This is an optimization exercise on Yosys and OpenROAD, whose aim is small area, a short achievable clock period and few clock cycles per item, not a production implementation.
Where RTL was checked, it was by simulation tests only, not by an equivalence proof against the original.
Only the layout flow was run in run 1; the RTL was not checked for function there.
No activity file was given, so power comes from the tool's default toggle rates.

==> flow/design.v (outline; a module is shown in full before it is edited, if it fits) <==
// module ctrr_bcd2: 16 lines
// module ctrr_year_a: 68 lines
// module ctrr_year_b: 87 lines
// module ctrr_ypart: 193 lines
// module ctrr_ypart_e: 115 lines
// module ctrr_wdfin_e: 134 lines
// module ctrr_dm: 164 lines
// module ctrr_wdfin: 74 lines
// module calendar_time_to_rtc_registers_unit: 74 lines
module calendar_time_to_rtc_registers_unit (
    input  wire logic                 i_clk,
    input  wire logic                 i_rst_n,
    input  wire logic                 i_in_valid,
    output logic                      o_in_stall,
    input  wire logic [37:0]          i_in_item,
    output logic                      o_out_valid,
    input  wire logic                 i_out_stall,
    output logic      [41:0]          o_out_item
);
  // ...
==> flow/flow/run.sh <==
#!/bin/bash
# Layout flow: the standard synthesis; then the combinational logic is
# mapped again by ABC (registers, their names and cell types are kept as the
# standard synthesis made them): the cones that drive the outputs with one
# delay target, the rest with another; then the standard layout from
# floorplan to finish, with the settings in params.sh.
set -euo pipefail
F=$(pwd)/flow
R=orfs/results/$FLOW_PLATFORM/calendar_time_to_rtc_registers_unit/base
LIB=$FLOW_HOME/platforms/$FLOW_PLATFORM/lib/sky130_fd_sc_hd__tt_025C_1v80.lib
D_OUT=1200
D_IN=2000
SIZE=0
FINISH_ARGS=()
[ -f $F/params.sh ] && source $F/params.sh

bash standard.sh synth > synth.log 2>&1

cp $R/1_2_yosys.v std_1_2_yosys.v
python3 $F/mkcells.py $LIB std_1_2_yosys.v cells.v > mkcells.log 2>&1
mkscript() {  # delay target, output file
  local sz=""
  [ "$SIZE" = 1 ] && sz="buffer -p\nupsize -D $1\ndnsize -D $1"
  sed -e "s/@D@/$1/" -e "s/@SIZE@/$sz/" $F/map.abc.in > $2
}
mkscript $D_OUT map_out.abc
mkscript $D_IN map_in.abc
FF=$(grep -o "sky130_fd_sc_hd__[a-z0-9_]*df[a-z0-9_]*" std_1_2_yosys.v | sort -u | sed 's/^/:-/' | tr -d '\n')
ABC="abc -liberty $LIB $(cat $F/du.txt) -constr $F/abc.constr"
yosys -l resynth.log -p "read_verilog cells.v; read_verilog std_1_2_yosys.v; hierarchy -top $FLOW_TOP; flatten; techmap; opt -fast -purge; select -set outc o:o_out_item o:o_in_stall %u o:o_out_valid %u %ci*$FF; select -set outg @outc t:\$_* %i; $ABC -script map_out.abc @outg; select -clear; $ABC -script map_in.abc; opt_clean -purge; hilomap -singleton -hicell sky130_fd_sc_hd__conb_1 HI -locell sky130_fd_sc_hd__conb_1 LO; insbuf -buf sky130_fd_sc_hd__buf_4 A X; splitnets; opt_clean -purge; hierarchy -top $FLOW_TOP; stat -liberty $LIB; write_verilog -noattr -noexpr -nohex -nodec -selected resynth.v" > /dev/null 2>&1
python3 $F/checkregs.py std_1_2_yosys.v resynth.v > checkregs.log 2>&1
cp resynth.v $R/1_2_yosys.v
rm -f $R/1_synth.odb $R/1_synth.sdc
bash standard.sh "${FINISH_ARGS[@]}" finish > finish.log 2>&1
==> flow/flow/abc.constr <==
set_driving_cell sky130_fd_sc_hd__buf_1
set_load 5
==> flow/flow/checkregs.py <==
#!/usr/bin/env python3
"""Fails unless two netlists hold the same register instances (name and cell type)."""
import re, sys
def regs(p):
    r = {}
    for cell, name in re.findall(r'^\s*(sky130_fd_sc_hd__\w*df\w*)\s+(\S+)\s*\(', open(p).read(), re.M):
        r[name] = cell
    return r
a, b = regs(sys.argv[1]), regs(sys.argv[2])
print(len(a), "registers in", sys.argv[1], len(b), "in", sys.argv[2])
if a != b:
    print("MISMATCH", set(a.items()) ^ set(b.items()))
    sys.exit(1)
print("same registers")
==> flow/flow/du.txt <==
 -dont_use sky130_fd_sc_hd__probe_p_8 -dont_use sky130_fd_sc_hd__probec_p_8 -dont_use sky130_fd_sc_hd__lpflow_bleeder_1 -dont_use sky130_fd_sc_hd__lpflow_clkbufkapwr_1 -dont_use sky130_fd_sc_hd__lpflow_clkbufkapwr_16 -dont_use sky130_fd_sc_hd__lpflow_clkbufkapwr_2 -dont_use sky130_fd_sc_hd__lpflow_clkbufkapwr_4 -dont_use sky130_fd_sc_hd__lpflow_clkbufkapwr_8 -dont_use sky130_fd_sc_hd__lpflow_clkinvkapwr_1 -dont_use sky130_fd_sc_hd__lpflow_clkinvkapwr_16 -dont_use sky130_fd_sc_hd__lpflow_clkinvkapwr_2 -dont_use sky130_fd_sc_hd__lpflow_clkinvkapwr_4 -dont_use sky130_fd_sc_hd__lpflow_clkinvkapwr_8 -dont_use sky130_fd_sc_hd__lpflow_decapkapwr_12 -dont_use sky130_fd_sc_hd__lpflow_decapkapwr_3 -dont_use sky130_fd_sc_hd__lpflow_decapkapwr_4 -dont_use sky130_fd_sc_hd__lpflow_decapkapwr_6 -dont_use sky130_fd_sc_hd__lpflow_decapkapwr_8 -dont_use sky130_fd_sc_hd__lpflow_inputiso0n_1 -dont_use sky130_fd_sc_hd__lpflow_inputiso0p_1 -dont_use sky130_fd_sc_hd__lpflow_inputiso1n_1 -dont_use sky130_fd_sc_hd__lpflow_inputiso1p_1 -dont_use sky130_fd_sc_hd__lpflow_inputisolatch_1 -dont_use sky130_fd_sc_hd__lpflow_isobufsrc_1 -dont_use sky130_fd_sc_hd__lpflow_isobufsrc_16 -dont_use sky130_fd_sc_hd__lpflow_isobufsrc_2 -dont_use sky130_fd_sc_hd__lpflow_isobufsrc_4 -dont_use sky130_fd_sc_hd__lpflow_isobufsrc_8 -dont_use sky130_fd_sc_hd__lpflow_isobufsrckapwr_16 -dont_use sky130_fd_sc_hd__lpflow_lsbuf_lh_hl_isowell_tap_1 -dont_use sky130_fd_sc_hd__lpflow_lsbuf_lh_hl_isowell_tap_2 -dont_use sky130_fd_sc_hd__lpflow_lsbuf_lh_hl_isowell_tap_4 -dont_use sky130_fd_sc_hd__lpflow_lsbuf_lh_isowell_4 -dont_use sky130_fd_sc_hd__lpflow_lsbuf_lh_isowell_tap_1 -dont_use sky130_fd_sc_hd__lpflow_lsbuf_lh_isowell_tap_2 -dont_use sky130_fd_sc_hd__lpflow_lsbuf_lh_isowell_tap_4
==> flow/flow/map.abc.in <==
strash
dch -f
if -K 6
mfs2
strash
dch -f
map -D @D@
topo
@SIZE@
==> flow/flow/mkcells.py <==
#!/usr/bin/env python3
"""Writes a Verilog model of the liberty's cells used by a netlist: combinational
cells as assigns (from the liberty functions), sequential and function-less cells
as blackboxes. usage: mkcells.py LIB NETLIST OUT"""
import re, sys
lib, net, out = sys.argv[1:4]
used = set(re.findall(r'^\s*(sky130_fd_sc_hd__\w+)\s', open(net).read(), re.M))
text = open(lib).read()
cells = {}
for part in re.split(r'\n\s*cell\s*\(', text)[1:]:
    name = part.split(')')[0].strip().strip('"')
    cells[name] = part
def body_pins(part):
    pins = []
    for m in re.finditer(r'\n\s*pin\s*\(\s*"?(\w+)"?\s*\)\s*\{', part):
        start = m.end(); depth = 1; i = start
        while depth:
            if part[i] == '{': depth += 1
            elif part[i] == '}': depth -= 1
            i += 1
        blk = part[start:i]
        d = re.search(r'direction\s*:\s*"?(\w+)"?', blk)
        f = re.search(r'\n\s*function\s*:\s*"([^"]*)"', blk)
        pins.append((m.group(1), d.group(1) if d else None, f.group(1) if f else None))
    return pins
def vexpr(f):
    f = f.replace('!', '~').replace('+', '|').replace('*', '&')
    f = re.sub(r'\)\s+\(', ')&(', f)
    return f
L = []
for c in sorted(used):
    part = cells[c]
    pins = [p for p in body_pins(part) if p[1] in ('input', 'output')]
    seq = bool(re.search(r'\n\s*(ff|latch|statetable)\s*\(', part))
    outs = [p for p in pins if p[1] == 'output']
    if any(p[2] is None for p in outs):
        seq = True
    ports = ", ".join(p[0] for p in pins)
    if seq:
        L.append("(* blackbox *)")
    L.append(f"module {c} ({ports});")
    for p in pins:
        L.append(f"  {p[1]} {p[0]};")
    if not seq:
        for p in outs:
            L.append(f"  assign {p[0]} = {vexpr(p[2])};")
    L.append("endmodule")
open(out, "w").write("\n".join(L) + "\n")
==> flow/flow/params.sh <==
SIZE=1
D_OUT=1200
D_IN=2000
FINISH_ARGS=(BUFFER_PORTS_ARGS="-buffer_cell sky130_fd_sc_hd__buf_2" SETUP_SLACK_MARGIN=2.5)
==> flow/standard.sh <==
#!/bin/bash
# synth_recipe.tcl (not shown) runs the flow's synth.tcl, then flattens the netlist and writes it again
# the make line also repeats each setting of config.mk as NAME=value (left out here)
make -C /OpenROAD-flow-scripts/flow DESIGN_CONFIG=/design/flow/config.mk WORK_HOME=/design/flow/orfs CLKGATE_MAP_FILE= SYNTH_SCRIPT=/design/flow/synth_recipe.tcl "${@:-finish}"
==> flow/config.mk <==
export PLATFORM = sky130hd
export DESIGN_NAME = calendar_time_to_rtc_registers_unit
export DESIGN_NICKNAME = calendar_time_to_rtc_registers_unit
export VERILOG_FILES = /design/flow/design.v
export SDC_FILE = /design/flow/constraint.sdc
export NUM_CORES = 4
export LEC_CHECK = 0
export CAP_MARGIN = 20
export CORE_MARGIN = 2
export CORE_UTILIZATION = 40
export SLEW_MARGIN = 20
==> flow/constraint.sdc <==
create_clock -name core_clock -period 6.0 [get_ports {i_clk}]
set_input_delay 1.2000 -clock core_clock [delete_from_list [all_inputs] [get_ports {i_clk}]]
set_output_delay 1.2000 -clock core_clock [all_outputs]
set_load 0.01 [all_outputs]
==> results by group, run 1 <==
Run status
  • Run status: no timing/DRC/antenna violations

Setup path
  • Most numerous cell on the critical path: buf_4
  • CP endpoint kind: output pin
  • CP Data Required Time: 4.80 ns
  • WS Path Type: flip-flop to output pin
  • CP startpoint kind: flip-flop
  • CP endpoint: o_out_item[21]
  • Slowest CP cell: edfxtp_1
  • CP delay by family, top: compound AO/OA/AOI/OAI gates
  • Crit-path cells: nor2_4 -> o21ai_4 -> buf_4 -> buf_4 -> o21ai_0 -> a211oi_1 -> a2111oi_2 -> buf_2
  • Critical Path Source: r_h[0]$_DFFE_PP_

Finish
  • Commonest non-fill, non-tap cell in the layout: nor2_1
  • Seq area share: 25.2%
  • Final Util: 49.1%
  • Clkbuf count: 6
  • Number of fillers in the final layout: 1111

STA
  • Fin worst setup slack: 2.53 ns
  • Layout Skew: 0.00300 ns
  • Slew margin rel.: 57.4%
  • RSZ-0062 raised after global routing: true
  • Period minus WS final: 3.47 ns
  • # setup viols final: 0

Route
  • 1st-pass router iterations: 5
  • Antenna Nets Post-Route: 0
  • Routed met2 length: 5980 um
  • Via density: 5.49

Min path
  • Min-delay worst type: flip-flop to flip-flop

Power and ir drop
  • Reg power frac: 33.1%
  • Design Power: 1340 uW
  • Clk pwr share: 20.1%

Global route
  • Initial antenna violation count: 0
  • Met2 Resource Use GR: 33.1%
  • GRT Max-Usage Layer: met2

Yosys
  • Syn Area/Cell: 6.64 um^2
  • Cells after Synth: 692

Place
  • Inst Count DP: 907
  • Final HPWL DP: 9570 um

Clock tree
  • Max clock buf depth: 2
  • Clock sink total: 47
  • Clock latency (worst-skew pair): 0.28 ns
  • Htree depth: 2

Flow run
  • Max_cap viols: 0

Die
  • Starting Density: 40.6%
  • Row count: 39
==> module ctrr_ypart_e, before the edit <==
module ctrr_ypart_e (
    input  wire logic [11:0] i_y,
    input  wire logic        i_early,
    output logic      [2:0]  o_h,
    output logic             o_c1,
    output logic             o_lp
);
    logic [5:0] w_s;
    logic [1:0] w_code;
    logic       w_nl;
    assign w_s  = 6'(i_y[7:4]) + {1'b0, i_y[8], 4'b0000} + (i_y[9] ? 6'd7 : 6'd0)
                + (i_y[10] ? 6'd14 : 6'd0) + (i_y[11] ? 6'd3 : 6'd0);
    logic [5:0] w_tab11_i;
    logic w_tab11_new_n10, w_tab11_new_n11, w_tab11_new_n12, w_tab11_new_n13, w_tab11_new_n14, w_tab11_new_n15, w_tab11_new_n16, w_tab11_new_n17, w_tab11_new_n18, w_tab11_new_n19, w_tab11_new_n20, w_tab11_new_n21, w_tab11_new_n22, w_tab11_new_n23, w_tab11_new_n24, w_tab11_new_n25, w_tab11_new_n26, w_tab11_new_n27, w_tab11_new_n28, w_tab11_new_n29, w_tab11_new_n30, w_tab11_new_n31, w_tab11_new_n32, w_tab11_new_n33, w_tab11_new_n34, w_tab11_new_n35, w_tab11_new_n36, w_tab11_new_n37, w_tab11_new_n38, w_tab11_new_n40, w_tab11_new_n41, w_tab11_new_n42, w_tab11_new_n43, w_tab11_new_n44, w_tab11_new_n45, w_tab11_new_n46, w_tab11_new_n47, w_tab11_new_n48, w_tab11_new_n49, w_tab11_new_n50, w_tab11_new_n51, w_tab11_new_n52, w_tab11_new_n53, w_tab11_new_n54, w_tab11_new_n55, w_tab11_new_n56, w_tab11_new_n57, w_tab11_new_n58, w_tab11_new_n59, w_tab11_new_n60, w_tab11_new_n61, w_tab11_new_n62, w_tab11_new_n63, w_tab11_new_n64, w_tab11_new_n65, w_tab11_new_n67, w_tab11_new_n68, w_tab11_new_n69, w_tab11_new_n70, w_tab11_new_n71, w_tab11_new_n72, w_tab11_new_n73, w_tab11_new_n74, w_tab11_new_n75, w_tab11_new_n76, w_tab11_new_n77, w_tab11_new_n78;
    assign w_tab11_i = w_s;
    assign w_tab11_new_n10 = ~w_tab11_i[5] & ~w_tab11_i[0];
    assign w_tab11_new_n11 = w_tab11_i[2] & ~w_tab11_i[1];
    assign w_tab11_new_n12 = ~w_tab11_i[4] & w_tab11_new_n11;
    assign w_tab11_new_n13 = w_tab11_i[2] & w_tab11_i[1];
    assign w_tab11_new_n14 = ~w_tab11_i[2] & ~w_tab11_i[1];
    assign w_tab11_new_n15 = ~w_tab11_new_n13 & ~w_tab11_new_n14;
    assign w_tab11_new_n16 = ~w_tab11_i[3] & ~w_tab11_new_n15;
    assign w_tab11_new_n17 = ~w_tab11_new_n12 & ~w_tab11_new_n16;
    assign w_tab11_new_n18 = w_tab11_new_n10 & ~w_tab11_new_n17;
    assign w_tab11_new_n19 = ~w_tab11_i[2] & w_tab11_i[1];
    assign w_tab11_new_n20 = ~w_tab11_i[4] & w_tab11_new_n19;
    assign w_tab11_new_n21 = w_tab11_i[3] & w_tab11_new_n20;
    assign w_tab11_new_n22 = ~w_tab11_i[1] & w_tab11_i[0];
    assign w_tab11_new_n23 = ~w_tab11_i[5] & ~w_tab11_new_n22;
    assign w_tab11_new_n24 = w_tab11_i[3] & ~w_tab11_new_n23;
    assign w_tab11_new_n25 = w_tab11_new_n15 & ~w_tab11_new_n24;
    assign w_tab11_new_n26 = w_tab11_i[4] & ~w_tab11_new_n25;
    assign w_tab11_new_n27 = ~w_tab11_new_n21 & ~w_tab11_new_n26;
    assign w_tab11_new_n28 = ~w_tab11_i[3] & w_tab11_new_n12;
    assign w_tab11_new_n29 = w_tab11_i[5] & w_tab11_i[0];
    assign w_tab11_new_n30 = w_tab11_i[3] & ~w_tab11_new_n11;
    assign w_tab11_new_n31 = ~w_tab11_new_n20 & ~w_tab11_new_n30;
    assign w_tab11_new_n32 = w_tab11_new_n29 & ~w_tab11_new_n31;
    assign w_tab11_new_n33 = w_tab11_i[4] & ~w_tab11_i[3];
    assign w_tab11_new_n34 = ~w_tab11_i[0] & w_tab11_new_n33;
    assign w_tab11_new_n35 = ~w_tab11_i[2] & w_tab11_new_n34;
    assign w_tab11_new_n36 = ~w_tab11_new_n32 & ~w_tab11_new_n35;
    assign w_tab11_new_n37 = ~w_tab11_new_n28 & w_tab11_new_n36;
    assign w_tab11_new_n38 = w_tab11_new_n27 & w_tab11_new_n37;
    assign o_h[2] = ~w_tab11_new_n18 & w_tab11_new_n38;
    assign w_tab11_new_n40 = ~w_tab11_i[5] & w_tab11_i[0];
    assign w_tab11_new_n41 = ~w_tab11_i[3] & w_tab11_new_n40;
    assign w_tab11_new_n42 = ~w_tab11_i[4] & w_tab11_new_n29;
    assign w_tab11_new_n43 = w_tab11_i[3] & w_tab11_new_n42;
    assign w_tab11_new_n44 = ~w_tab11_new_n41 & ~w_tab11_new_n43;
    assign w_tab11_new_n45 = ~w_tab11_new_n15 & ~w_tab11_new_n44;
    assign w_tab11_new_n46 = w_tab11_new_n21 & ~w_tab11_new_n29;
    assign w_tab11_new_n47 = ~w_tab11_i[0] & ~w_tab11_new_n14;
    assign w_tab11_new_n48 = ~w_tab11_new_n22 & w_tab11_new_n33;
    assign w_tab11_new_n49 = ~w_tab11_new_n47 & w_tab11_new_n48;
    assign w_tab11_new_n50 = ~w_tab11_new_n46 & ~w_tab11_new_n49;
    assign w_tab11_new_n51 = ~w_tab11_new_n45 & w_tab11_new_n50;
    assign w_tab11_new_n52 = w_tab11_i[3] & w_tab11_new_n10;
    assign w_tab11_new_n53 = ~w_tab11_i[3] & w_tab11_new_n29;
    assign w_tab11_new_n54 = ~w_tab11_new_n52 & ~w_tab11_new_n53;
    assign w_tab11_new_n55 = w_tab11_new_n19 & ~w_tab11_new_n54;
    assign w_tab11_new_n56 = w_tab11_i[4] & w_tab11_new_n10;
    assign w_tab11_new_n57 = w_tab11_new_n13 & w_tab11_new_n56;
    assign w_tab11_new_n58 = ~w_tab11_new_n33 & w_tab11_new_n40;
    assign w_tab11_new_n59 = w_tab11_new_n11 & w_tab11_new_n58;
    assign w_tab11_new_n60 = ~w_tab11_new_n57 & ~w_tab11_new_n59;
    assign w_tab11_new_n61 = ~w_tab11_new_n55 & w_tab11_new_n60;
    assign w_tab11_new_n62 = ~w_tab11_i[5] & ~w_tab11_new_n28;
    assign w_tab11_new_n63 = ~w_tab11_new_n17 & ~w_tab11_new_n62;
    assign w_tab11_new_n64 = ~w_tab11_i[0] & w_tab11_new_n63;
    assign w_tab11_new_n65 = w_tab11_new_n61 & ~w_tab11_new_n64;
    assign o_h[1] = ~w_tab11_new_n51 | ~w_tab11_new_n65;
    assign w_tab11_new_n67 = ~w_tab11_i[3] & w_tab11_i[1];
    assign w_tab11_new_n68 = w_tab11_i[4] & ~w_tab11_new_n67;
    assign w_tab11_new_n69 = w_tab11_new_n10 & ~w_tab11_new_n68;
    assign w_tab11_new_n70 = w_tab11_i[3] & w_tab11_new_n40;
    assign w_tab11_new_n71 = w_tab11_i[4] & w_tab11_new_n70;
    assign w_tab11_new_n72 = ~w_tab11_new_n69 & ~w_tab11_new_n71;
    assign w_tab11_new_n73 = ~w_tab11_new_n14 & ~w_tab11_new_n72;
    assign w_tab11_new_n74 = w_tab11_i[2] & w_tab11_new_n34;
    assign w_tab11_new_n75 = ~w_tab11_new_n73 & ~w_tab11_new_n74;
    assign w_tab11_new_n76 = w_tab11_new_n54 & ~w_tab11_new_n56;
    assign w_tab11_new_n77 = w_tab11_new_n14 & ~w_tab11_new_n76;
    assign w_tab11_new_n78 = ~w_tab11_new_n42 & ~w_tab11_new_n77;
    assign o_h[0] = ~w_tab11_new_n75 | ~w_tab11_new_n78;
    logic [2:0] w_e;
    logic [5:0] w_tab12_i;
    logic w_tab12_new_n10, w_tab12_new_n11, w_tab12_new_n12, w_tab12_new_n13, w_tab12_new_n14, w_tab12_new_n15, w_tab12_new_n16, w_tab12_new_n17, w_tab12_new_n18, w_tab12_new_n20, w_tab12_new_n21, w_tab12_new_n22, w_tab12_new_n23, w_tab12_new_n24, w_tab12_new_n25, w_tab12_new_n27, w_tab12_new_n28, w_tab12_new_n29, w_tab12_new_n30;
    assign w_tab12_i = w_s;
    assign w_tab12_new_n10 = ~w_tab12_i[3] & ~w_tab12_i[0];
    assign w_tab12_new_n11 = ~w_tab12_i[5] & w_tab12_i[1];
    assign w_tab12_new_n12 = w_tab12_i[4] & w_tab12_new_n11;
    assign w_tab12_new_n13 = w_tab12_new_n10 & w_tab12_new_n12;
    assign w_tab12_new_n14 = w_tab12_i[5] & w_tab12_i[1];
    assign w_tab12_new_n15 = w_tab12_i[3] & w_tab12_i[0];
    assign w_tab12_new_n16 = w_tab12_new_n14 & w_tab12_new_n15;
    assign w_tab12_new_n17 = ~w_tab12_i[4] & w_tab12_new_n16;
    assign w_tab12_new_n18 = ~w_tab12_new_n13 & ~w_tab12_new_n17;
    assign w_e[2] = ~w_tab12_i[2] & ~w_tab12_new_n18;
    assign w_tab12_new_n20 = ~w_tab12_i[4] & w_tab12_i[2];
    assign w_tab12_new_n21 = ~w_tab12_i[5] & w_tab12_i[0];
    assign w_tab12_new_n22 = ~w_tab12_new_n10 & ~w_tab12_new_n21;
    assign w_tab12_new_n23 = w_tab12_i[5] & w_tab12_i[3];
    assign w_tab12_new_n24 = ~w_tab12_i[1] & ~w_tab12_new_n23;
    assign w_tab12_new_n25 = w_tab12_new_n22 & w_tab12_new_n24;
    assign w_e[1] = w_tab12_new_n20 & w_tab12_new_n25;
    assign w_tab12_new_n27 = w_tab12_new_n10 & w_tab12_new_n11;
    assign w_tab12_new_n28 = w_tab12_new_n20 & w_tab12_new_n27;
    assign w_tab12_new_n29 = w_tab12_i[2] & w_tab12_new_n15;
    assign w_tab12_new_n30 = w_tab12_new_n12 & w_tab12_new_n29;
    assign w_e[0] = w_tab12_new_n28 | w_tab12_new_n30;
    assign o_c1 = (w_e[0] && (i_y[3:2] != 2'd0)) || (w_e[1] && i_y[3]) || (w_e[2] && (i_y[3:2] == 2'd3));
    assign w_nl = (w_e[0] && (i_y[3:2] == 2'd1)) || (w_e[1] && (i_y[3:2] == 2'd2)) || (w_e[2] && (i_y[3:2] == 2'd3));
    assign o_lp = i_early && (i_y[1:0] == 2'd0) && (i_y != 12'd0) && !w_nl;
endmodule
==> run 2: changes to the inputs <==
--- a/flow/design.v
+++ b/flow/design.v
@@ -200,197 +200,4 @@
     assign o_yb    = i_ylow ? {w_lowhi, i_y[3:0]} : {w_tens, i_m5, i_y[0]};
 endmodule
-module ctrr_ypart (
-    input  wire logic [11:0] i_y,
-    output logic      [2:0]  o_h,
-    output logic      [2:0]  o_k,
-    output logic             o_leap
-);
-    logic [5:0] w_s;
-    logic [1:0] w_code;
-    logic       w_nl;
-    assign w_s = 6'(i_y[7:4]) + {1'b0, i_y[8], 4'b0000} + (i_y[9] ? 6'd7 : 6'd0)
-               + (i_y[10] ? 6'd14 : 6'd0) + (i_y[11] ? 6'd3 : 6'd0);
-    logic [5:0] w_tab5_i;
-    logic w_tab5_new_n10, w_tab5_new_n11, w_tab5_new_n12, w_tab5_new_n13, w_tab5_new_n14, w_tab5_new_n15, w_tab5_new_n16, w_tab5_new_n17, w_tab5_new_n18, w_tab5_new_n19, w_tab5_new_n20, w_tab5_new_n21, w_tab5_new_n22, w_tab5_new_n23, w_tab5_new_n24, w_tab5_new_n25, w_tab5_new_n26, w_tab5_new_n27, w_tab5_new_n28, w_tab5_new_n29, w_tab5_new_n30, w_tab5_new_n31, w_tab5_new_n32, w_tab5_new_n33, w_tab5_new_n34, w_tab5_new_n35, w_tab5_new_n36, w_tab5_new_n37, w_tab5_new_n38, w_tab5_new_n40, w_tab5_new_n41, w_tab5_new_n42, w_tab5_new_n43, w_tab5_new_n44, w_tab5_new_n45, w_tab5_new_n46, w_tab5_new_n47, w_tab5_new_n48, w_tab5_new_n49, w_tab5_new_n50, w_tab5_new_n51, w_tab5_new_n52, w_tab5_new_n53, w_tab5_new_n54, w_tab5_new_n55, w_tab5_new_n56, w_tab5_new_n57, w_tab5_new_n58, w_tab5_new_n59, w_tab5_new_n60, w_tab5_new_n61, w_tab5_new_n62, w_tab5_new_n63, w_tab5_new_n64, w_tab5_new_n65, w_tab5_new_n67, w_tab5_new_n68, w_tab5_new_n69, w_tab5_new_n70, w_tab5_new_n71, w_tab5_new_n72, w_tab5_new_n73, w_tab5_new_n74, w_tab5_new_n75, w_tab5_new_n76, w_tab5_new_n77, w_tab5_new_n78;
-    assign w_tab5_i = w_s;
-    assign w_tab5_new_n10 = ~w_tab5_i[5] & ~w_tab5_i[0];
-    assign w_tab5_new_n11 = w_tab5_i[2] & ~w_tab5_i[1];
-    assign w_tab5_new_n12 = ~w_tab5_i[4] & w_tab5_new_n11;
-    assign w_tab5_new_n13 = w_tab5_i[2] & w_tab5_i[1];
-    assign w_tab5_new_n14 = ~w_tab5_i[2] & ~w_tab5_i[1];
-    assign w_tab5_new_n15 = ~w_tab5_new_n13 & ~w_tab5_new_n14;
-    assign w_tab5_new_n16 = ~w_tab5_i[3] & ~w_tab5_new_n15;
-    assign w_tab5_new_n17 = ~w_tab5_new_n12 & ~w_tab5_new_n16;
-    assign w_tab5_new_n18 = w_tab5_new_n10 & ~w_tab5_new_n17;
-    assign w_tab5_new_n19 = ~w_tab5_i[2] & w_tab5_i[1];
-    assign w_tab5_new_n20 = ~w_tab5_i[4] & w_tab5_new_n19;
-    assign w_tab5_new_n21 = w_tab5_i[3] & w_tab5_new_n20;
-    assign w_tab5_new_n22 = ~w_tab5_i[1] & w_tab5_i[0];
-    assign w_tab5_new_n23 = ~w_tab5_i[5] & ~w_tab5_new_n22;
-    assign w_tab5_new_n24 = w_tab5_i[3] & ~w_tab5_new_n23;
-    assign w_tab5_new_n25 = w_tab5_new_n15 & ~w_tab5_new_n24;
-    assign w_tab5_new_n26 = w_tab5_i[4] & ~w_tab5_new_n25;
-    assign w_tab5_new_n27 = ~w_tab5_new_n21 & ~w_tab5_new_n26;
-    assign w_tab5_new_n28 = ~w_tab5_i[3] & w_tab5_new_n12;
-    assign w_tab5_new_n29 = w_tab5_i[5] & w_tab5_i[0];
-    assign w_tab5_new_n30 = w_tab5_i[3] & ~w_tab5_new_n11;
-    assign w_tab5_new_n31 = ~w_tab5_new_n20 & ~w_tab5_new_n30;
-    assign w_tab5_new_n32 = w_tab5_new_n29 & ~w_tab5_new_n31;
-    assign w_tab5_new_n33 = w_tab5_i[4] & ~w_tab5_i[3];
-    assign w_tab5_new_n34 = ~w_tab5_i[0] & w_tab5_new_n33;
-    assign w_tab5_new_n35 = ~w_tab5_i[2] & w_tab5_new_n34;
-    assign w_tab5_new_n36 = ~w_tab5_new_n32 & ~w_tab5_new_n35;
-    assign w_tab5_new_n37 = ~w_tab5_new_n28 & w_tab5_new_n36;
-    assign w_tab5_new_n38 = w_tab5_new_n27 & w_tab5_new_n37;
-    assign o_h[2] = ~w_tab5_new_n18 & w_tab5_new_n38;
-    assign w_tab5_new_n40 = ~w_tab5_i[5] & w_tab5_i[0];
-    assign w_tab5_new_n41 = ~w_tab5_i[3] & w_tab5_new_n40;
-    assign w_tab5_new_n42 = ~w_tab5_i[4] & w_tab5_new_n29;
-    assign w_tab5_new_n43 = w_tab5_i[3] & w_tab5_new_n42;
-    assign w_tab5_new_n44 = ~w_tab5_new_n41 & ~w_tab5_new_n43;
-    assign w_tab5_new_n45 = ~w_tab5_new_n15 & ~w_tab5_new_n44;
-    assign w_tab5_new_n46 = w_tab5_new_n21 & ~w_tab5_new_n29;
-    assign w_tab5_new_n47 = ~w_tab5_i[0] & ~w_tab5_new_n14;
-    assign w_tab5_new_n48 = ~w_tab5_new_n22 & w_tab5_new_n33;
-    assign w_tab5_new_n49 = ~w_tab5_new_n47 & w_tab5_new_n48;
-    assign w_tab5_new_n50 = ~w_tab5_new_n46 & ~w_tab5_new_n49;
-    assign w_tab5_new_n51 = ~w_tab5_new_n45 & w_tab5_new_n50;
-    assign w_tab5_new_n52 = w_tab5_i[3] & w_tab5_new_n10;
-    assign w_tab5_new_n53 = ~w_tab5_i[3] & w_tab5_new_n29;
-    assign w_tab5_new_n54 = ~w_tab5_new_n52 & ~w_tab5_new_n53;
-    assign w_tab5_new_n55 = w_tab5_new_n19 & ~w_tab5_new_n54;
-    assign w_tab5_new_n56 = w_tab5_i[4] & w_tab5_new_n10;
-    assign w_tab5_new_n57 = w_tab5_new_n13 & w_tab5_new_n56;
-    assign w_tab5_new_n58 = ~w_tab5_new_n33 & w_tab5_new_n40;
-    assign w_tab5_new_n59 = w_tab5_new_n11 & w_tab5_new_n58;
-    assign w_tab5_new_n60 = ~w_tab5_new_n57 & ~w_tab5_new_n59;
-    assign w_tab5_new_n61 = ~w_tab5_new_n55 & w_tab5_new_n60;
-    assign w_tab5_new_n62 = ~w_tab5_i[5] & ~w_tab5_new_n28;
-    assign w_tab5_new_n63 = ~w_tab5_new_n17 & ~w_tab5_new_n62;
-    assign w_tab5_new_n64 = ~w_tab5_i[0] & w_tab5_new_n63;
-    assign w_tab5_new_n65 = w_tab5_new_n61 & ~w_tab5_new_n64;
-    assign o_h[1] = ~w_tab5_new_n51 | ~w_tab5_new_n65;
-    assign w_tab5_new_n67 = ~w_tab5_i[3] & w_tab5_i[1];
-    assign w_tab5_new_n68 = w_tab5_i[4] & ~w_tab5_new_n67;
-    assign w_tab5_new_n69 = w_tab5_new_n10 & ~w_tab5_new_n68;
-    assign w_tab5_new_n70 = w_tab5_i[3] & w_tab5_new_n40;
-    assign w_tab5_new_n71 = w_tab5_i[4] & w_tab5_new_n70;
-    assign w_tab5_new_n72 = ~w_tab5_new_n69 & ~w_tab5_new_n71;
-    assign w_tab5_new_n73 = ~w_tab5_new_n14 & ~w_tab5_new_n72;
-    assign w_tab5_new_n74 = w_tab5_i[2] & w_tab5_new_n34;
-    assign w_tab5_new_n75 = ~w_tab5_new_n73 & ~w_tab5_new_n74;
-    assign w_tab5_new_n76 = w_tab5_new_n54 & ~w_tab5_new_n56;
-    assign w_tab5_new_n77 = w_tab5_new_n14 & ~w_tab5_new_n76;
-    assign w_tab5_new_n78 = ~w_tab5_new_n42 & ~w_tab5_new_n77;
-    assign o_h[0] = ~w_tab5_new_n75 | ~w_tab5_new_n78;
-    logic [5:0] w_tab6_i;
-    logic w_tab6_new_n9, w_tab6_new_n10, w_tab6_new_n11, w_tab6_new_n12, w_tab6_new_n13, w_tab6_new_n14, w_tab6_new_n15, w_tab6_new_n16, w_tab6_new_n17, w_tab6_new_n18, w_tab6_new_n19, w_tab6_new_n20, w_tab6_new_n21, w_tab6_new_n22, w_tab6_new_n23, w_tab6_new_n24, w_tab6_new_n25, w_tab6_new_n27, w_tab6_new_n28, w_tab6_new_n29, w_tab6_new_n30, w_tab6_new_n31, w_tab6_new_n32, w_tab6_new_n33, w_tab6_new_n34;
-    assign w_tab6_i = w_s;
-    assign w_tab6_new_n9 = ~w_tab6_i[5] & ~w_tab6_i[0];
-    assign w_tab6_new_n10 = ~w_tab6_i[3] & w_tab6_new_n9;
-    assign w_tab6_new_n11 = w_tab6_i[1] & w_tab6_new_n10;
-    assign w_tab6_new_n12 = ~w_tab6_i[2] & w_tab6_new_n11;
-    assign w_tab6_new_n13 = w_tab6_i[4] & w_tab6_new_n12;
-    assign w_tab6_new_n14 = ~w_tab6_i[4] & ~w_tab6_i[2];
-    assign w_tab6_new_n15 = w_tab6_i[5] & w_tab6_i[0];
-    assign w_tab6_new_n16 = w_tab6_new_n14 & w_tab6_new_n15;
-    assign w_tab6_new_n17 = w_tab6_i[3] & w_tab6_i[1];
-    assign w_tab6_new_n18 = w_tab6_new_n16 & w_tab6_new_n17;
-    assign w_tab6_new_n19 = ~w_tab6_i[3] & ~w_tab6_new_n15;
-    assign w_tab6_new_n20 = w_tab6_i[2] & ~w_tab6_i[1];
-    assign w_tab6_new_n21 = w_tab6_i[3] & ~w_tab6_new_n9;
-    assign w_tab6_new_n22 = w_tab6_new_n20 & ~w_tab6_new_n21;
-    assign w_tab6_new_n23 = ~w_tab6_new_n19 & w_tab6_new_n22;
-    assign w_tab6_new_n24 = ~w_tab6_i[4] & w_tab6_new_n23;
-    assign w_tab6_new_n25 = ~w_tab6_new_n18 & ~w_tab6_new_n24;
-    assign w_code[1] = w_tab6_new_n13 | ~w_tab6_new_n25;
-    assign w_tab6_new_n27 = w_tab6_i[4] & w_tab6_i[2];
-    assign w_tab6_new_n28 = ~w_tab6_new_n14 & ~w_tab6_new_n27;
-    assign w_tab6_new_n29 = w_tab6_new_n10 & w_tab6_new_n28;
-    assign w_tab6_new_n30 = ~w_tab6_i[5] & w_tab6_i[3];
-    assign w_tab6_new_n31 = w_tab6_new_n27 & w_tab6_new_n30;
-    assign w_tab6_new_n32 = w_tab6_i[0] & w_tab6_new_n31;
-    assign w_tab6_new_n33 = ~w_tab6_new_n29 & ~w_tab6_new_n32;
-    assign w_tab6_new_n34 = w_tab6_i[1] & ~w_tab6_new_n33;
-    assign w_code[0] = w_tab6_new_n18 | w_tab6_new_n34;
-    logic [2:0] w_k0, w_k1, w_k2, w_k3;
-    logic [3:0] w_tab7_i;
-    logic w_tab7_new_n8, w_tab7_new_n9, w_tab7_new_n10, w_tab7_new_n11, w_tab7_new_n12, w_tab7_new_n13, w_tab7_new_n15, w_tab7_new_n16, w_tab7_new_n17, w_tab7_new_n18, w_tab7_new_n20;
-    assign w_tab7_i = i_y[3:0];
-    assign w_tab7_new_n8 = w_tab7_i[2] & ~w_tab7_i[1];
-    assign w_tab7_new_n9 = ~w_tab7_i[3] & ~w_tab7_new_n8;
-    assign w_tab7_new_n10 = ~w_tab7_i[2] & w_tab7_i[1];
-    assign w_tab7_new_n11 = w_tab7_i[0] & ~w_tab7_new_n8;
-    assign w_tab7_new_n12 = w_tab7_i[3] & ~w_tab7_new_n11;
-    assign w_tab7_new_n13 = ~w_tab7_new_n10 & w_tab7_new_n12;
-    assign w_k0[2] = ~w_tab7_new_n9 & ~w_tab7_new_n13;
-    assign w_tab7_new_n15 = ~w_tab7_new_n8 & ~w_tab7_new_n10;
-    assign w_tab7_new_n16 = ~w_tab7_i[0] & ~w_tab7_new_n9;
-    assign w_tab7_new_n17 = w_tab7_new_n15 & ~w_tab7_new_n16;
-    assign w_tab7_new_n18 = ~w_tab7_new_n15 & w_tab7_new_n16;
-    assign w_k0[1] = ~w_tab7_new_n17 & ~w_tab7_new_n18;
-    assign w_tab7_new_n20 = w_tab7_i[0] & w_tab7_new_n9;
-    assign w_k0[0] = w_tab7_new_n16 | w_tab7_new_n20;
-    logic [3:0] w_tab8_i;
-    logic w_tab8_new_n8, w_tab8_new_n9, w_tab8_new_n10, w_tab8_new_n11, w_tab8_new_n12, w_tab8_new_n14, w_tab8_new_n15, w_tab8_new_n16, w_tab8_new_n18;
-    assign w_tab8_i = i_y[3:0];
-    assign w_tab8_new_n8 = w_tab8_i[3] & ~w_tab8_i[2];
-    assign w_tab8_new_n9 = w_tab8_i[1] & w_tab8_new_n8;
-    assign w_tab8_new_n10 = ~w_tab8_i[3] & w_tab8_i[2];
-    assign w_tab8_new_n11 = w_tab8_i[1] & w_tab8_i[0];
-    assign w_tab8_new_n12 = w_tab8_new_n10 & ~w_tab8_new_n11;
-    assign w_k1[2] = w_tab8_new_n9 | w_tab8_new_n12;
-    assign w_tab8_new_n14 = w_tab8_i[0] & w_tab8_new_n10;
-    assign w_tab8_new_n15 = ~w_tab8_i[1] & ~w_tab8_new_n8;
-    assign w_tab8_new_n16 = ~w_tab8_new_n9 & ~w_tab8_new_n15;
-    assign w_k1[1] = ~w_tab8_new_n14 & w_tab8_new_n16;
-    assign w_tab8_new_n18 = w_tab8_i[1] & w_tab8_new_n10;
-    assign w_k1[0] = w_tab8_i[0] & ~w_tab8_new_n18;
-    logic [3:0] w_tab9_i;
-    logic w_tab9_new_n8, w_tab9_new_n9, w_tab9_new_n10, w_tab9_new_n11, w_tab9_new_n13, w_tab9_new_n14, w_tab9_new_n15, w_tab9_new_n16, w_tab9_new_n18;
-    assign w_tab9_i = i_y[3:0];
-    assign w_tab9_new_n8 = w_tab9_i[2] & ~w_tab9_i[1];
-    assign w_tab9_new_n9 = ~w_tab9_i[3] & w_tab9_new_n8;
-    assign w_tab9_new_n10 = ~w_tab9_i[2] & w_tab9_i[1];
-    assign w_tab9_new_n11 = w_tab9_i[3] & w_tab9_new_n10;
-    assign w_k2[2] = w_tab9_new_n9 | w_tab9_new_n11;
-    assign w_tab9_new_n13 = w_tab9_i[0] & w_tab9_new_n9;
-    assign w_tab9_new_n14 = ~w_tab9_i[3] & ~w_tab9_new_n10;
-    assign w_tab9_new_n15 = ~w_tab9_new_n8 & ~w_tab9_new_n11;
-    assign w_tab9_new_n16 = ~w_tab9_new_n14 & w_tab9_new_n15;
-    assign w_k2[1] = w_tab9_new_n13 | w_tab9_new_n16;
-    assign w_tab9_new_n18 = ~w_tab9_i[0] & ~w_tab9_new_n9;
-    assign w_k2[0] = ~w_tab9_new_n13 & ~w_tab9_new_n18;
-    logic [3:0] w_tab10_i;
-    logic w_tab10_new_n8, w_tab10_new_n9, w_tab10_new_n10, w_tab10_new_n11, w_tab10_new_n12, w_tab10_new_n14, w_tab10_new_n15, w_tab10_new_n16, w_tab10_new_n17, w_tab10_new_n18, w_tab10_new_n19, w_tab10_new_n21, w_tab10_new_n22, w_tab10_new_n23;
-    assign w_tab10_i = i_y[3:0];
-    assign w_tab10_new_n8 = ~w_tab10_i[3] & w_tab10_i[2];
-    assign w_tab10_new_n9 = ~w_tab10_i[1] & w_tab10_new_n8;
-    assign w_tab10_new_n10 = w_tab10_i[3] & ~w_tab10_i[2];
-    assign w_tab10_new_n11 = ~w_tab10_i[1] & ~w_tab10_i[0];
-    assign w_tab10_new_n12 = w_tab10_new_n10 & ~w_tab10_new_n11;
-    assign w_k3[2] = w_tab10_new_n9 | w_tab10_new_n12;
-    assign w_tab10_new_n14 = ~w_tab10_i[0] & w_tab10_new_n10;
-    assign w_tab10_new_n15 = ~w_tab10_new_n8 & ~w_tab10_new_n14;
-    assign w_tab10_new_n16 = w_tab10_i[1] & w_tab10_new_n15;
-    assign w_tab10_new_n17 = w_tab10_i[0] & w_tab10_new_n8;
-    assign w_tab10_new_n18 = ~w_tab10_new_n14 & ~w_tab10_new_n17;
-    assign w_tab10_new_n19 = ~w_tab10_i[1] & ~w_tab10_new_n18;
-    assign w_k3[1] = w_tab10_new_n16 | w_tab10_new_n19;
-    assign w_tab10_new_n21 = ~w_tab10_new_n9 & ~w_tab10_new_n10;
-    assign w_tab10_new_n22 = w_tab10_i[0] & w_tab10_new_n21;
-    assign w_tab10_new_n23 = ~w_tab10_i[0] & ~w_tab10_new_n21;
-    assign w_k3[0] = w_tab10_new_n22 | w_tab10_new_n23;
-    always_comb begin
-        case (w_code)
-            2'd0:    o_k = w_k0;
-            2'd1:    o_k = w_k1;
-            2'd2:    o_k = w_k2;
-            default: o_k = w_k3;
-        endcase
-    end
-    assign w_nl   = (w_code != 2'd0) && (w_code == i_y[3:2]);
-    assign o_leap = (i_y[1:0] == 2'd0) && (i_y != 12'd0) && !w_nl;
-endmodule
 module ctrr_ypart_e (
     input  wire logic [11:0] i_y,
@@ -478,32 +285,36 @@
     assign w_tab11_new_n78 = ~w_tab11_new_n42 & ~w_tab11_new_n77;
     assign o_h[0] = ~w_tab11_new_n75 | ~w_tab11_new_n78;
-    logic [2:0] w_e;
     logic [5:0] w_tab12_i;
-    logic w_tab12_new_n10, w_tab12_new_n11, w_tab12_new_n12, w_tab12_new_n13, w_tab12_new_n14, w_tab12_new_n15, w_tab12_new_n16, w_tab12_new_n17, w_tab12_new_n18, w_tab12_new_n20, w_tab12_new_n21, w_tab12_new_n22, w_tab12_new_n23, w_tab12_new_n24, w_tab12_new_n25, w_tab12_new_n27, w_tab12_new_n28, w_tab12_new_n29, w_tab12_new_n30;
+    logic w_tab12_new_n9, w_tab12_new_n10, w_tab12_new_n11, w_tab12_new_n12, w_tab12_new_n13, w_tab12_new_n14, w_tab12_new_n15, w_tab12_new_n16, w_tab12_new_n17, w_tab12_new_n18, w_tab12_new_n19, w_tab12_new_n20, w_tab12_new_n21, w_tab12_new_n22, w_tab12_new_n23, w_tab12_new_n24, w_tab12_new_n25, w_tab12_new_n27, w_tab12_new_n28, w_tab12_new_n29, w_tab12_new_n30, w_tab12_new_n31, w_tab12_new_n32, w_tab12_new_n33, w_tab12_new_n34;
     assign w_tab12_i = w_s;
-    assign w_tab12_new_n10 = ~w_tab12_i[3] & ~w_tab12_i[0];
-    assign w_tab12_new_n11 = ~w_tab12_i[5] & w_tab12_i[1];
-    assign w_tab12_new_n12 = w_tab12_i[4] & w_tab12_new_n11;
-    assign w_tab12_new_n13 = w_tab12_new_n10 & w_tab12_new_n12;
-    assign w_tab12_new_n14 = w_tab12_i[5] & w_tab12_i[1];
-    assign w_tab12_new_n15 = w_tab12_i[3] & w_tab12_i[0];
+    assign w_tab12_new_n9 = ~w_tab12_i[5] & ~w_tab12_i[0];
+    assign w_tab12_new_n10 = ~w_tab12_i[3] & w_tab12_new_n9;
+    assign w_tab12_new_n11 = w_tab12_i[1] & w_tab12_new_n10;
+    assign w_tab12_new_n12 = ~w_tab12_i[2] & w_tab12_new_n11;
+    assign w_tab12_new_n13 = w_tab12_i[4] & w_tab12_new_n12;
+    assign w_tab12_new_n14 = ~w_tab12_i[4] & ~w_tab12_i[2];
+    assign w_tab12_new_n15 = w_tab12_i[5] & w_tab12_i[0];
     assign w_tab12_new_n16 = w_tab12_new_n14 & w_tab12_new_n15;
-    assign w_tab12_new_n17 = ~w_tab12_i[4] & w_tab12_new_n16;
-    assign w_tab12_new_n18 = ~w_tab12_new_n13 & ~w_tab12_new_n17;
-    assign w_e[2] = ~w_tab12_i[2] & ~w_tab12_new_n18;
-    assign w_tab12_new_n20 = ~w_tab12_i[4] & w_tab12_i[2];
-    assign w_tab12_new_n21 = ~w_tab12_i[5] & w_tab12_i[0];
-    assign w_tab12_new_n22 = ~w_tab12_new_n10 & ~w_tab12_new_n21;
-    assign w_tab12_new_n23 = w_tab12_i[5] & w_tab12_i[3];
-    assign w_tab12_new_n24 = ~w_tab12_i[1] & ~w_tab12_new_n23;
-    assign w_tab12_new_n25 = w_tab12_new_n22 & w_tab12_new_n24;
-    assign w_e[1] = w_tab12_new_n20 & w_tab12_new_n25;
-    assign w_tab12_new_n27 = w_tab12_new_n10 & w_tab12_new_n11;
-    assign w_tab12_new_n28 = w_tab12_new_n20 & w_tab12_new_n27;
-    assign w_tab12_new_n29 = w_tab12_i[2] & w_tab12_new_n15;
-    assign w_tab12_new_n30 = w_tab12_new_n12 & w_tab12_new_n29;
-    assign w_e[0] = w_tab12_new_n28 | w_tab12_new_n30;
-    assign o_c1 = (w_e[0] && (i_y[3:2] != 2'd0)) || (w_e[1] && i_y[3]) || (w_e[2] && (i_y[3:2] == 2'd3));
-    assign w_nl = (w_e[0] && (i_y[3:2] == 2'd1)) || (w_e[1] && (i_y[3:2] == 2'd2)) || (w_e[2] && (i_y[3:2] == 2'd3));
+    assign w_tab12_new_n17 = w_tab12_i[3] & w_tab12_i[1];
+    assign w_tab12_new_n18 = w_tab12_new_n16 & w_tab12_new_n17;
+    assign w_tab12_new_n19 = ~w_tab12_i[3] & ~w_tab12_new_n15;
+    assign w_tab12_new_n20 = w_tab12_i[2] & ~w_tab12_i[1];
+    assign w_tab12_new_n21 = w_tab12_i[3] & ~w_tab12_new_n9;
+    assign w_tab12_new_n22 = w_tab12_new_n20 & ~w_tab12_new_n21;
+    assign w_tab12_new_n23 = ~w_tab12_new_n19 & w_tab12_new_n22;
+    assign w_tab12_new_n24 = ~w_tab12_i[4] & w_tab12_new_n23;
+    assign w_tab12_new_n25 = ~w_tab12_new_n18 & ~w_tab12_new_n24;
+    assign w_code[1] = w_tab12_new_n13 | ~w_tab12_new_n25;
+    assign w_tab12_new_n27 = w_tab12_i[4] & w_tab12_i[2];
+    assign w_tab12_new_n28 = ~w_tab12_new_n14 & ~w_tab12_new_n27;
+    assign w_tab12_new_n29 = w_tab12_new_n10 & w_tab12_new_n28;
+    assign w_tab12_new_n30 = ~w_tab12_i[5] & w_tab12_i[3];
+    assign w_tab12_new_n31 = w_tab12_new_n27 & w_tab12_new_n30;
+    assign w_tab12_new_n32 = w_tab12_i[0] & w_tab12_new_n31;
+    assign w_tab12_new_n33 = ~w_tab12_new_n29 & ~w_tab12_new_n32;
+    assign w_tab12_new_n34 = w_tab12_i[1] & ~w_tab12_new_n33;
+    assign w_code[0] = w_tab12_new_n18 | w_tab12_new_n34;
+    assign o_c1 = (w_code != 2'd0) && (i_y[3:2] >= w_code);
+    assign w_nl = (w_code != 2'd0) && (w_code == i_y[3:2]);
     assign o_lp = i_early && (i_y[1:0] == 2'd0) && (i_y != 12'd0) && !w_nl;
 endmodule
@@ -806,78 +617,4 @@
     assign o_early = (i_m <= 4'd2);
 endmodule
-module ctrr_wdfin (
-    input  wire logic [2:0] i_dm,
-    input  wire logic [2:0] i_h,
-    input  wire logic [2:0] i_k,
-    input  wire logic       i_lp,
-    output logic      [2:0] o_wd
-);
-    logic [2:0] w_a, w_t;
-    logic [3:0] w_ab;
-    logic w_fs0, w_fc0;
-    logic w_fs1, w_fc1;
-    logic w_fs2, w_fc2;
-    logic w_fs3, w_fc3;
-    logic w_fs4, w_fc4;
-    logic w_fs5, w_fc5;
-    assign w_fs0 = i_dm[0] ^ i_h[0] ^ i_k[0];
-    assign w_fc0 = (i_dm[0] & i_h[0]) | (i_dm[0] & i_k[0]) | (i_h[0] & i_k[0]);
-    assign w_fs1 = i_dm[1] ^ i_h[1] ^ i_k[1];
-    assign w_fc1 = (i_dm[1] & i_h[1]) | (i_dm[1] & i_k[1]) | (i_h[1] & i_k[1]);
-    assign w_fs2 = i_lp ^ w_fc0 ^ w_fs1;
-    assign w_fc2 = (i_lp & w_fc0) | (i_lp & w_fs1) | (w_fc0 & w_fs1);
-    assign w_fs3 = i_dm[2] ^ i_h[2] ^ i_k[2];
-    assign w_fc3 = (i_dm[2] & i_h[2]) | (i_dm[2] & i_k[2]) | (i_h[2] & i_k[2]);
-    assign w_fs4 = i_lp ^ w_fc1 ^ w_fs3;
-    assign w_fc4 = (i_lp & w_fc1) | (i_lp & w_fs3) | (w_fc1 & w_fs3);
-    assign w_fs5 = w_fs0 ^ w_fc3 ^ w_fc4;
-    assign w_fc5 = (w_fs0 & w_fc3) | (w_fs0 & w_fc4) | (w_fc3 & w_fc4);
-    assign w_a = {w_fc2, w_fs2, w_fs5};
-    logic [5:0] w_tab19_i;
-    logic w_tab19_new_n10, w_tab19_new_n11, w_tab19_new_n12, w_tab19_new_n13, w_tab19_new_n14, w_tab19_new_n15, w_tab19_new_n16, w_tab19_new_n17, w_tab19_new_n18, w_tab19_new_n19, w_tab19_new_n20, w_tab19_new_n21, w_tab19_new_n22, w_tab19_new_n23, w_tab19_new_n24, w_tab19_new_n25, w_tab19_new_n26, w_tab19_new_n28, w_tab19_new_n29, w_tab19_new_n30, w_tab19_new_n31, w_tab19_new_n32, w_tab19_new_n33, w_tab19_new_n34, w_tab19_new_n35, w_tab19_new_n36, w_tab19_new_n37, w_tab19_new_n38, w_tab19_new_n39, w_tab19_new_n41, w_tab19_new_n42, w_tab19_new_n43, w_tab19_new_n44, w_tab19_new_n45, w_tab19_new_n46, w_tab19_new_n47, w_tab19_new_n48, w_tab19_new_n49, w_tab19_new_n50;
-    assign w_tab19_i = {w_fs4, w_fc5, 1'b0, w_a};
-    assign w_tab19_new_n10 = ~w_tab19_i[5] & ~w_tab19_i[2];
-    assign w_tab19_new_n11 = w_tab19_i[5] & w_tab19_i[2];
-    assign w_tab19_new_n12 = ~w_tab19_new_n10 & ~w_tab19_new_n11;
-    assign w_tab19_new_n13 = w_tab19_i[4] & w_tab19_i[1];
-    assign w_tab19_new_n14 = ~w_tab19_i[4] & ~w_tab19_i[1];
-    assign w_tab19_new_n15 = w_tab19_i[3] & w_tab19_i[0];
-    assign w_tab19_new_n16 = ~w_tab19_new_n14 & w_tab19_new_n15;
-    assign w_tab19_new_n17 = ~w_tab19_new_n13 & ~w_tab19_new_n16;
-    assign w_tab19_new_n18 = w_tab19_new_n12 & ~w_tab19_new_n17;
-    assign w_tab19_new_n19 = ~w_tab19_i[3] & ~w_tab19_i[0];
-    assign w_tab19_new_n20 = ~w_tab19_new_n14 & ~w_tab19_new_n19;
-    assign w_tab19_new_n21 = w_tab19_new_n11 & ~w_tab19_new_n13;
-    assign w_tab19_new_n22 = ~w_tab19_new_n20 & w_tab19_new_n21;
-    assign w_tab19_new_n23 = ~w_tab19_new_n18 & ~w_tab19_new_n22;
-    assign w_tab19_new_n24 = w_tab19_new_n14 & w_tab19_new_n19;
-    assign w_tab19_new_n25 = w_tab19_new_n10 & w_tab19_new_n17;
-    assign w_tab19_new_n26 = ~w_tab19_new_n24 & w_tab19_new_n25;
-    assign o_wd[2] = w_tab19_new_n23 & ~w_tab19_new_n26;
-    assign w_tab19_new_n28 = ~w_tab19_new_n11 & ~w_tab19_new_n15;
-    assign w_tab19_new_n29 = ~w_tab19_new_n13 & w_tab19_new_n20;
-    assign w_tab19_new_n30 = ~w_tab19_new_n28 & w_tab19_new_n29;
-    assign w_tab19_new_n31 = ~w_tab19_new_n10 & w_tab19_new_n24;
-    assign w_tab19_new_n32 = ~w_tab19_new_n30 & ~w_tab19_new_n31;
-    assign w_tab19_new_n33 = ~w_tab19_new_n10 & ~w_tab19_new_n19;
-    assign w_tab19_new_n34 = w_tab19_new_n13 & ~w_tab19_new_n15;
-    assign w_tab19_new_n35 = ~w_tab19_new_n33 & w_tab19_new_n34;
-    assign w_tab19_new_n36 = ~w_tab19_new_n15 & ~w_tab19_new_n19;
-    assign w_tab19_new_n37 = ~w_tab19_new_n11 & w_tab19_new_n14;
-    assign w_tab19_new_n38 = w_tab19_new_n36 & w_tab19_new_n37;
-    assign w_tab19_new_n39 = ~w_tab19_new_n35 & ~w_tab19_new_n38;
-    assign o_wd[1] = w_tab19_new_n32 & w_tab19_new_n39;
-    assign w_tab19_new_n41 = ~w_tab19_new_n11 & ~w_tab19_new_n13;
-    assign w_tab19_new_n42 = w_tab19_new_n36 & ~w_tab19_new_n41;
-    assign w_tab19_new_n43 = w_tab19_new_n19 & w_tab19_new_n41;
-    assign w_tab19_new_n44 = ~w_tab19_new_n42 & ~w_tab19_new_n43;
-    assign w_tab19_new_n45 = ~w_tab19_new_n10 & ~w_tab19_new_n44;
-    assign w_tab19_new_n46 = w_tab19_new_n14 & ~w_tab19_new_n15;
-    assign w_tab19_new_n47 = w_tab19_new_n10 & ~w_tab19_new_n46;
-    assign w_tab19_new_n48 = ~w_tab19_new_n36 & w_tab19_new_n47;
-    assign w_tab19_new_n49 = w_tab19_new_n15 & w_tab19_new_n37;
-    assign w_tab19_new_n50 = ~w_tab19_new_n48 & ~w_tab19_new_n49;
-    assign o_wd[0] = ~w_tab19_new_n45 & w_tab19_new_n50;
-endmodule
 `default_nettype wire
 `timescale 1ns / 1ps
--- a/flow/flow/run.sh
+++ b/flow/flow/run.sh
@@ -1,8 +1,16 @@
 #!/bin/bash
-# Layout flow: the standard synthesis; then the combinational logic is
-# mapped again by ABC (registers, their names and cell types are kept as the
-# standard synthesis made them): the cones that drive the outputs with one
-# delay target, the rest with another; then the standard layout from
-# floorplan to finish, with the settings in params.sh.
+# Layout flow.
+# 1. the standard synthesis (standard.sh synth), unchanged.
+# 2. The combinational logic of that netlist is mapped again by ABC (yosys):
+#    the cones that drive the outputs with one delay target, the rest (the
+#    logic in front of the registers) with another; mkcells.py turns the
+#    liberty's combinational cells into logic for this. The registers, their
+#    names and cell types stay as the standard synthesis made them
+#    (checkregs.py fails the flow otherwise).
+# 3. the standard layout from floorplan to finish, with the settings in
+#    params.sh: port buffers of buf_2 (post_gp.tcl then makes the output
+#    ports' buffers buf_1) and a setup slack margin for the repair steps.
+# Each tool's output goes to a log here: synth.log, mkcells.log, resynth.log,
+# checkregs.log, finish.log.
 set -euo pipefail
 F=$(pwd)/flow
==> flow/flow/params.sh (replaced) <==
SIZE=1
D_OUT=1200
D_IN=2000
FINISH_ARGS=(BUFFER_PORTS_ARGS="-buffer_cell sky130_fd_sc_hd__buf_2" SETUP_SLACK_MARGIN=2.5 POST_GLOBAL_PLACE_TCL=$F/post_gp.tcl)
==> flow/flow/post_gp.tcl (new file) <==
# After port buffering: the output ports' buffers, and the input ports'
# buffers that drive at most two pins, as the smallest buffer; later repair
# steps may still resize them.
foreach inst [get_cells output*] {
  replace_cell [get_full_name $inst] sky130_fd_sc_hd__buf_1
}
foreach inst [get_cells input*] {
  set pin [get_pins -of_objects $inst -filter "direction == output"]
  set net [get_nets -of_objects $pin]
  set loads [llength [get_pins -of_objects $net -filter "direction == input"]]
  if {$loads <= 2} {
    replace_cell [get_full_name $inst] sky130_fd_sc_hd__buf_1
  }
}
==> run 2 against run 1 <==
Net effect: power increased by 1.7%; wire length decreased by 3.1%; synthesized cell count decreased by 1.2%; worst hold slack improved by 0.016 ns; sequential share of layout area increased by 0.49 points; global-route usage decreased by 1.0 points; fmax increased by 0.71%; clock power increased by 19%.
==> results by group, run 2 <==
STA
  • Worst Tran Pin Value: 0.600 ns
  • Period minus WS final: 3.45 ns (-0.0245 ns)
  • Slew margin rel.: 60.0% (+2.6 points)
  • # setup viols final: 0 (unchanged)
  • Layout Skew: 0.00775 ns (+0.00475 ns)
  • Final hold vios: 0
  • Period utilization: 57.5%
  • RSZ-0062 raised after global routing: true
  • Fmax: 290 MHz
  • Fin worst setup slack: 2.55 ns (+0.0245 ns)
  • WHS: 0.705 ns
  • Final slew viol count: 0
  • Setup TNS: 0 ns

Finish
  • Reg with most FFs: r_y
  • Finished Cell Area: 5450 um^2
  • Layout area overhead: 19.9%
  • Final Non-Filler Cells: 918
  • Commonest non-fill, non-tap cells in the layout: 104 x inv_1, 103 x nor2_1, 99 x nand2_1
  • Antenna cells: 0
  • Largest regs: r_y x8, r_min x6, r_sec x6
  • Final #Nets: 819
  • Commonest non-fill, non-tap cell in the layout: inv_1
  • Largest register FFs: 8
  • Share of layout cells above drive strength 1: 13.9%

Clock tree
  • Clk root buf: clkbuf_16
  • Htree depth: 2 (unchanged)
  • Clk slew on worst S/H paths: 0.07 ns
  • Clock sink total: 47 (unchanged)
  • Max clock buf depth: 2 (unchanged)
  • Clock latency (worst-skew pair): 0.29 ns (about the same)
  • Post-cts hold buffer count: 0
  • CTS tree: built
  • CTS Buf Count: 5

Place
  • Area after DPL: 5010 um^2
  • Inst Count DP: 899 (-0.88%)
  • Pre-CTS setup slack: 2.10 ns
  • Final HPWL DP: 9190 um (-3.9%)
  • I/O Buffers: 85

Die
  • Starting Density: 41.4% (+0.77 points)
  • Row count: 38 (-2.6%)
  • Die Width: 111 um
  • Core Area: 11000 um^2
  • Die area: 12200 um^2
  • Die Y: 111 um
  • I/O pin total: 86

Setup path
  • Buffers and inverters on the worst path: 3
  • CP startpoint kind: input pin
  • WP depth: 15
  • CP endpoint kind: flip-flop
  • WS Path Type: input pin to flip-flop
  • Worst R2R Setup Slack: 4.51 ns
  • Critical Path Source: i_in_item[32]
  • Arr. time, crit path: 3.47 ns
  • CP delay by family, top: simple AND/OR/NAND/NOR gates
  • Reg2reg start: r_v$_SDFF_PN0_
  • FF-to-FF path depth: 3
  • CP Data Required Time: 6.02 ns (+1.22 ns)
  • Crit Reg-Reg Endpoint: r_h[1]$_DFFE_PP_
  • Slowest CP cell: or4_4
  • Worst path max stage delay: 0.58 ns
  • Crit-path cells: clkbuf_4 -> inv_4 -> nor2_2 -> o21ai_0 -> nand2_1 -> nor2_2 -> nand2_2 -> inv_1 -> or4_4 -> nand2_8 -> a31oi_2 -> a2111oi_2 -> a221oi_2 -> a21oi_2 -> a41oi_2
  • Most numerous cell on the critical path: nor2_2
  • Worst-path maximum fanout: 8

Flow run
  • Max_cap viols: 0 (unchanged)

Route
  • Drt wl/cell: 13.2 um
  • Post-Route WL: 12200 um
  • Via density: 5.47 (-0.43%)
  • 1st-pass router iterations: 5 (unchanged)
  • # DRC: 0
  • Vias: 5019
  • Antenna Nets Post-Route: 0 (unchanged)
  • Initial DRC Count: 443

Global route
  • Grt ovf: 0
  • Tot GR Track Use: 18.8%
  • First-pass GRT wire length: 19900 um
  • Initial antenna violation count: 0 (unchanged)
  • Number of global-route vias before repair: 4535
  • Largest net degree at the start of global routing: 47

Min path
  • Hold Path End: r_v$_SDFF_PN0_
  • Min-delay worst type: flip-flop to flip-flop
  • Hold Crit Depth: 2
  • HP Start: r_v$_SDFF_PN0_

Yosys
  • Yosys warnings: 1
  • Cells after Synth: 684 (-1.2%)
  • Syn Area/Cell: 6.64 um^2 (about the same)
  • Syn_nets: 726
  • Post-synthesis cell area: 4540 um^2

Run status
  • Run status: no timing/DRC/antenna violations

Power and ir drop
  • VDD IR max: 0.123 mV
  • PD cells: 249 nW/um^2
  • Pleak: 0.00230 uW
[run 2: how the worst max path moves through the flow]
stage                          end  slack, ns
floorplan           r_lp$_DFFE_PP_       2.65
global placement    r_lp$_DFFE_PP_       2.19
detailed placement  r_lp$_DFFE_PP_       2.10
CTS                 o_out_item[19]       2.52
global route        r_lp$_DFFE_PP_       2.44
finish              r_lp$_DFFE_PP_       2.55
[run 2: metrics by stage]
step | utilization (%) | power [uW]
3_3_place_gp | 46.4 | 999
5_1_grt | 49.6 | 1460
2_1_floorplan | - | 853
6_report | 49.6 | 1360
3_5_place_dp | 45.6 | 993
4_1_cts | 47.3 | 1320
[run 2: timing repair]
item / in CTS / in global routing
pin swaps: 0 / 8
setup buffers: 0 / 11
setup endpoints to repair: 1 / 12
gates cloned: 0 / 0
resized for setup: 3 / 53
[run 2: where the power goes]
group | internal [uW] | leakage (uW) | total, uW | switching, uW
clock | 198 | 0.0000804 | 319 | 121
combinational | 208 | 0.00176 | 602 | 394
sequential | 402 | 0.000455 | 438 | 36.0
[run 2: metal layers]
metal	track usage, %	share of wire, %	routed length (um)
met5	0	0	0
met4	5.08	1.2	142
met3	2.74	5.3	646
met2	32.8	48	5870
met1	24.1	45	5500
[run 2: tightest hold or removal path, delay by kind of cell, from the launching register on]
family	cells	cell delay [ns]
flip-flops	1	0.32
AND/OR/NAND/NOR	1	0.21
AO/OA/AOI/OAI	1	0.15
[run 2: area by class of cell]
cell class | count | area, um^2
inverter | 118 | 455
clock inverter | 3 | 46.3
fill | 1110 | 5530
multi-input combinational | 508 | 2800
timing repair buffer | 97 | 445
clock buffer | 5 | 125
tap | 140 | 175
sequential | 47 | 1400
Testbench counts of run 2, summed over its fixed seeds: cycles 16,008, items 16,000.
==> run 3: changes to the inputs <==
==> flow/flow/post_gp.tcl (replaced) <==
# After port buffering: the output ports' buffers as the smallest buffer
# (each drives only its port); later repair steps may still resize them.
foreach inst [get_cells output*] {
  replace_cell [get_full_name $inst] sky130_fd_sc_hd__buf_1
}
==> run 3 against run 2 <==
Net effect: register-to-register slack about the same; critical path depth down 7; highest routed layer unchanged; combinational power about the same; worst hold slack about the same; design area up 0.64%; final cell count unchanged; core utilization up 0.32 points; critical endpoint is now o_out_item[21]; sequential share of layout area down 0.16 points.
==> results by group, run 3 <==
Run status
  • Run status: no timing/DRC/antenna violations

Die
  • Die area: 12200 um^2 (unchanged)
  • I/O pin total: 86 (unchanged)
  • Die Width: 111 um (unchanged)
  • Die Y: 111 um (unchanged)
  • Row count: 38 (unchanged)
  • Core Area: 11000 um^2 (unchanged)

Finish
  • Final #Nets: 819 (unchanged)
  • Layout area overhead: 20.7%
  • Largest register FFs: 8 (unchanged)
  • Commonest non-fill, non-tap cell in the layout: nor2_1
  • Final Non-Filler Cells: 918 (unchanged)
  • Number of fillers in the final layout: 1129 (+1.7%)
  • Commonest non-fill, non-tap cells in the layout: 104 x nor2_1, 102 x inv_1, 98 x nand2_1
  • Share of layout cells above drive strength 1: 16.5% (+2.6 points)

Route
  • Highest Signal Layer: met4
  • Initial DRC Count: 343 (-23%)
  • Routed met2 length: 5870 um (-0.10%)
  • Metal3 WL: 748 um (+16%)
  • Drt wl/cell: 13.3 um (+0.12%)
  • Vias: 5088 (+1.4%)

STA
  • Setup TNS: 0 ns (unchanged)
  • Fin worst setup slack: 2.60 ns (+0.0538 ns)
  • Worst Tran Pin Value: 0.621 ns (+0.0215 ns)
  • RSZ-0062 raised after global routing: true
  • Period utilization: 56.6% (-0.90 points)

Global route
  • First-pass GRT wire length: 20000 um (+0.28%)
  • Tot GR Track Use: 18.8% (about the same)
  • Initial antenna violation count: 0 (unchanged)
  • Grt ovf: 0 (unchanged)

Clock tree
  • CTS Buf Count: 5 (unchanged)
  • Clock sink total: 47 (unchanged)
  • CTS tree: built
  • Clk root buf: clkbuf_16
  • Max clock buf depth: 2 (unchanged)

Yosys
  • Cells after Synth: 684 (unchanged)
  • Post-synthesis cell area: 4540 um^2 (unchanged)
  • Syn_nets: 726 (unchanged)

Setup path
  • CP endpoint kind: output pin
  • Worst path max stage delay: 0.46 ns (-0.12 ns)
  • Arr. time, crit path: 2.20 ns (-1.27 ns)
  • CP Data Required Time: 4.80 ns (-1.22 ns)
  • Worst-path maximum fanout: 8 (unchanged)
  • Buffers and inverters on the worst path: 2 (-1)
  • CP delay by family, top: simple AND/OR/NAND/NOR gates
  • CP startpoint kind: flip-flop
  • FF-to-FF path depth: 3 (unchanged)

Min path
  • Hold Crit Depth: 2 (unchanged)

Power and ir drop
  • VDD IR max: 0.129 mV (+4.5%)
## run 3: metrics by stage
step                hold WS (ns)  total power [uW]  cell area [um^2]  util [%]
floorplan                  0.746               853              4550         -
detailed placement         0.691               995              5040      45.9
global placement           0.655               999              5090      46.4
finish                     0.705              1360              5490      49.9
global route               0.753              1460              5490      49.9
CTS                        0.707              1320              5210      47.5
## run 3: tightest hold or removal path, stage by stage, from the launching register on
cell and delay, ns:
dfxtp_1 0.32, and2_1 0.21, o21a_1 0.15
## run 3: area by class of cell
| cell class | count | area share [%] |
|---|---|---|
| multi-input cells | 508 | 51.3 |
| flip-flops and latches | 47 | 25.5 |
| clock buffers | 5 | 2.28 |
| clock inverters | 3 | 0.844 |
| repair buffers | 97 | 8.53 |
| well taps | 140 | 3.19 |
| inverters | 118 | 8.30 |
## run 3: report_power, final
part | internal (uW) | leakage, uW | switching (uW)
Combinational | 208 | 0.00182 | 395
Sequential | 402 | 0.000455 | 35.8
Clock | 198 | 0.0000804 | 118
## run 3: path summary, 6_finish.rpt
check | slack, ns | start | endpoint
max reg2reg | 4.50 | r_v$_SDFF_PN0_ | r_dm[2]$_DFFE_PP_
max | 2.60 | r_h[1]$_DFFE_PP_ | o_out_item[21]
min | 0.71 | r_v$_SDFF_PN0_ | r_v$_SDFF_PN0_
min reg2reg | 0.71 | r_v$_SDFF_PN0_ | r_v$_SDFF_PN0_
## run 3: repair_timing
item	in CTS	in global routing
setup buffers	0	11
pin swaps	0	8
hold buffers	0	0
gates resized for setup	2	61
endpoints found under the setup margin	1	13
## run 3: routing by layer
metal | track usage [%] | up-vias
met5 | 0 | -
met3 | 2.96 | 10
li1 | - | 2538
met1 | 24.1 | 2344
met2 | 33.3 | 196
met4 | 3.92 | 0

==> afterwards: timing with drivers on the ports <==
No port has a modelled driver above. Below, the same layouts with a new extraction and two added sets of constraints.
Step 1 assumes that a clkbuf_16 drives the clock port and a buf_2 every other input.
Step 2 adds t to the input delays and takes it off the output delays; t is the mean of the earliest and latest rising clock arrival at the registers after step 1. Input paths then give back, and output paths get back, about the clock's delay inside the block.
Three values: ideal ports, drivers, drivers and shift; two values: the first two.
| run | t, ns | setup WS [ns] | pins driven straight from the clock port |
|---|---|---|---|
| run 1 | 0.324 | 2.527 / 2.485 / 2.349 | 1 |
| run 2 | 0.323 | 2.551 / 2.566 / 2.243 | 1 |
| run 3 | 0.317 | 2.605 / 2.567 / 2.321 | 1 |
After both steps setup and hold are still met in every run listed. For run 2, which loses most, drivers alone change the setup slack by +0.015 ns; drivers and shift together by -0.308 ns.
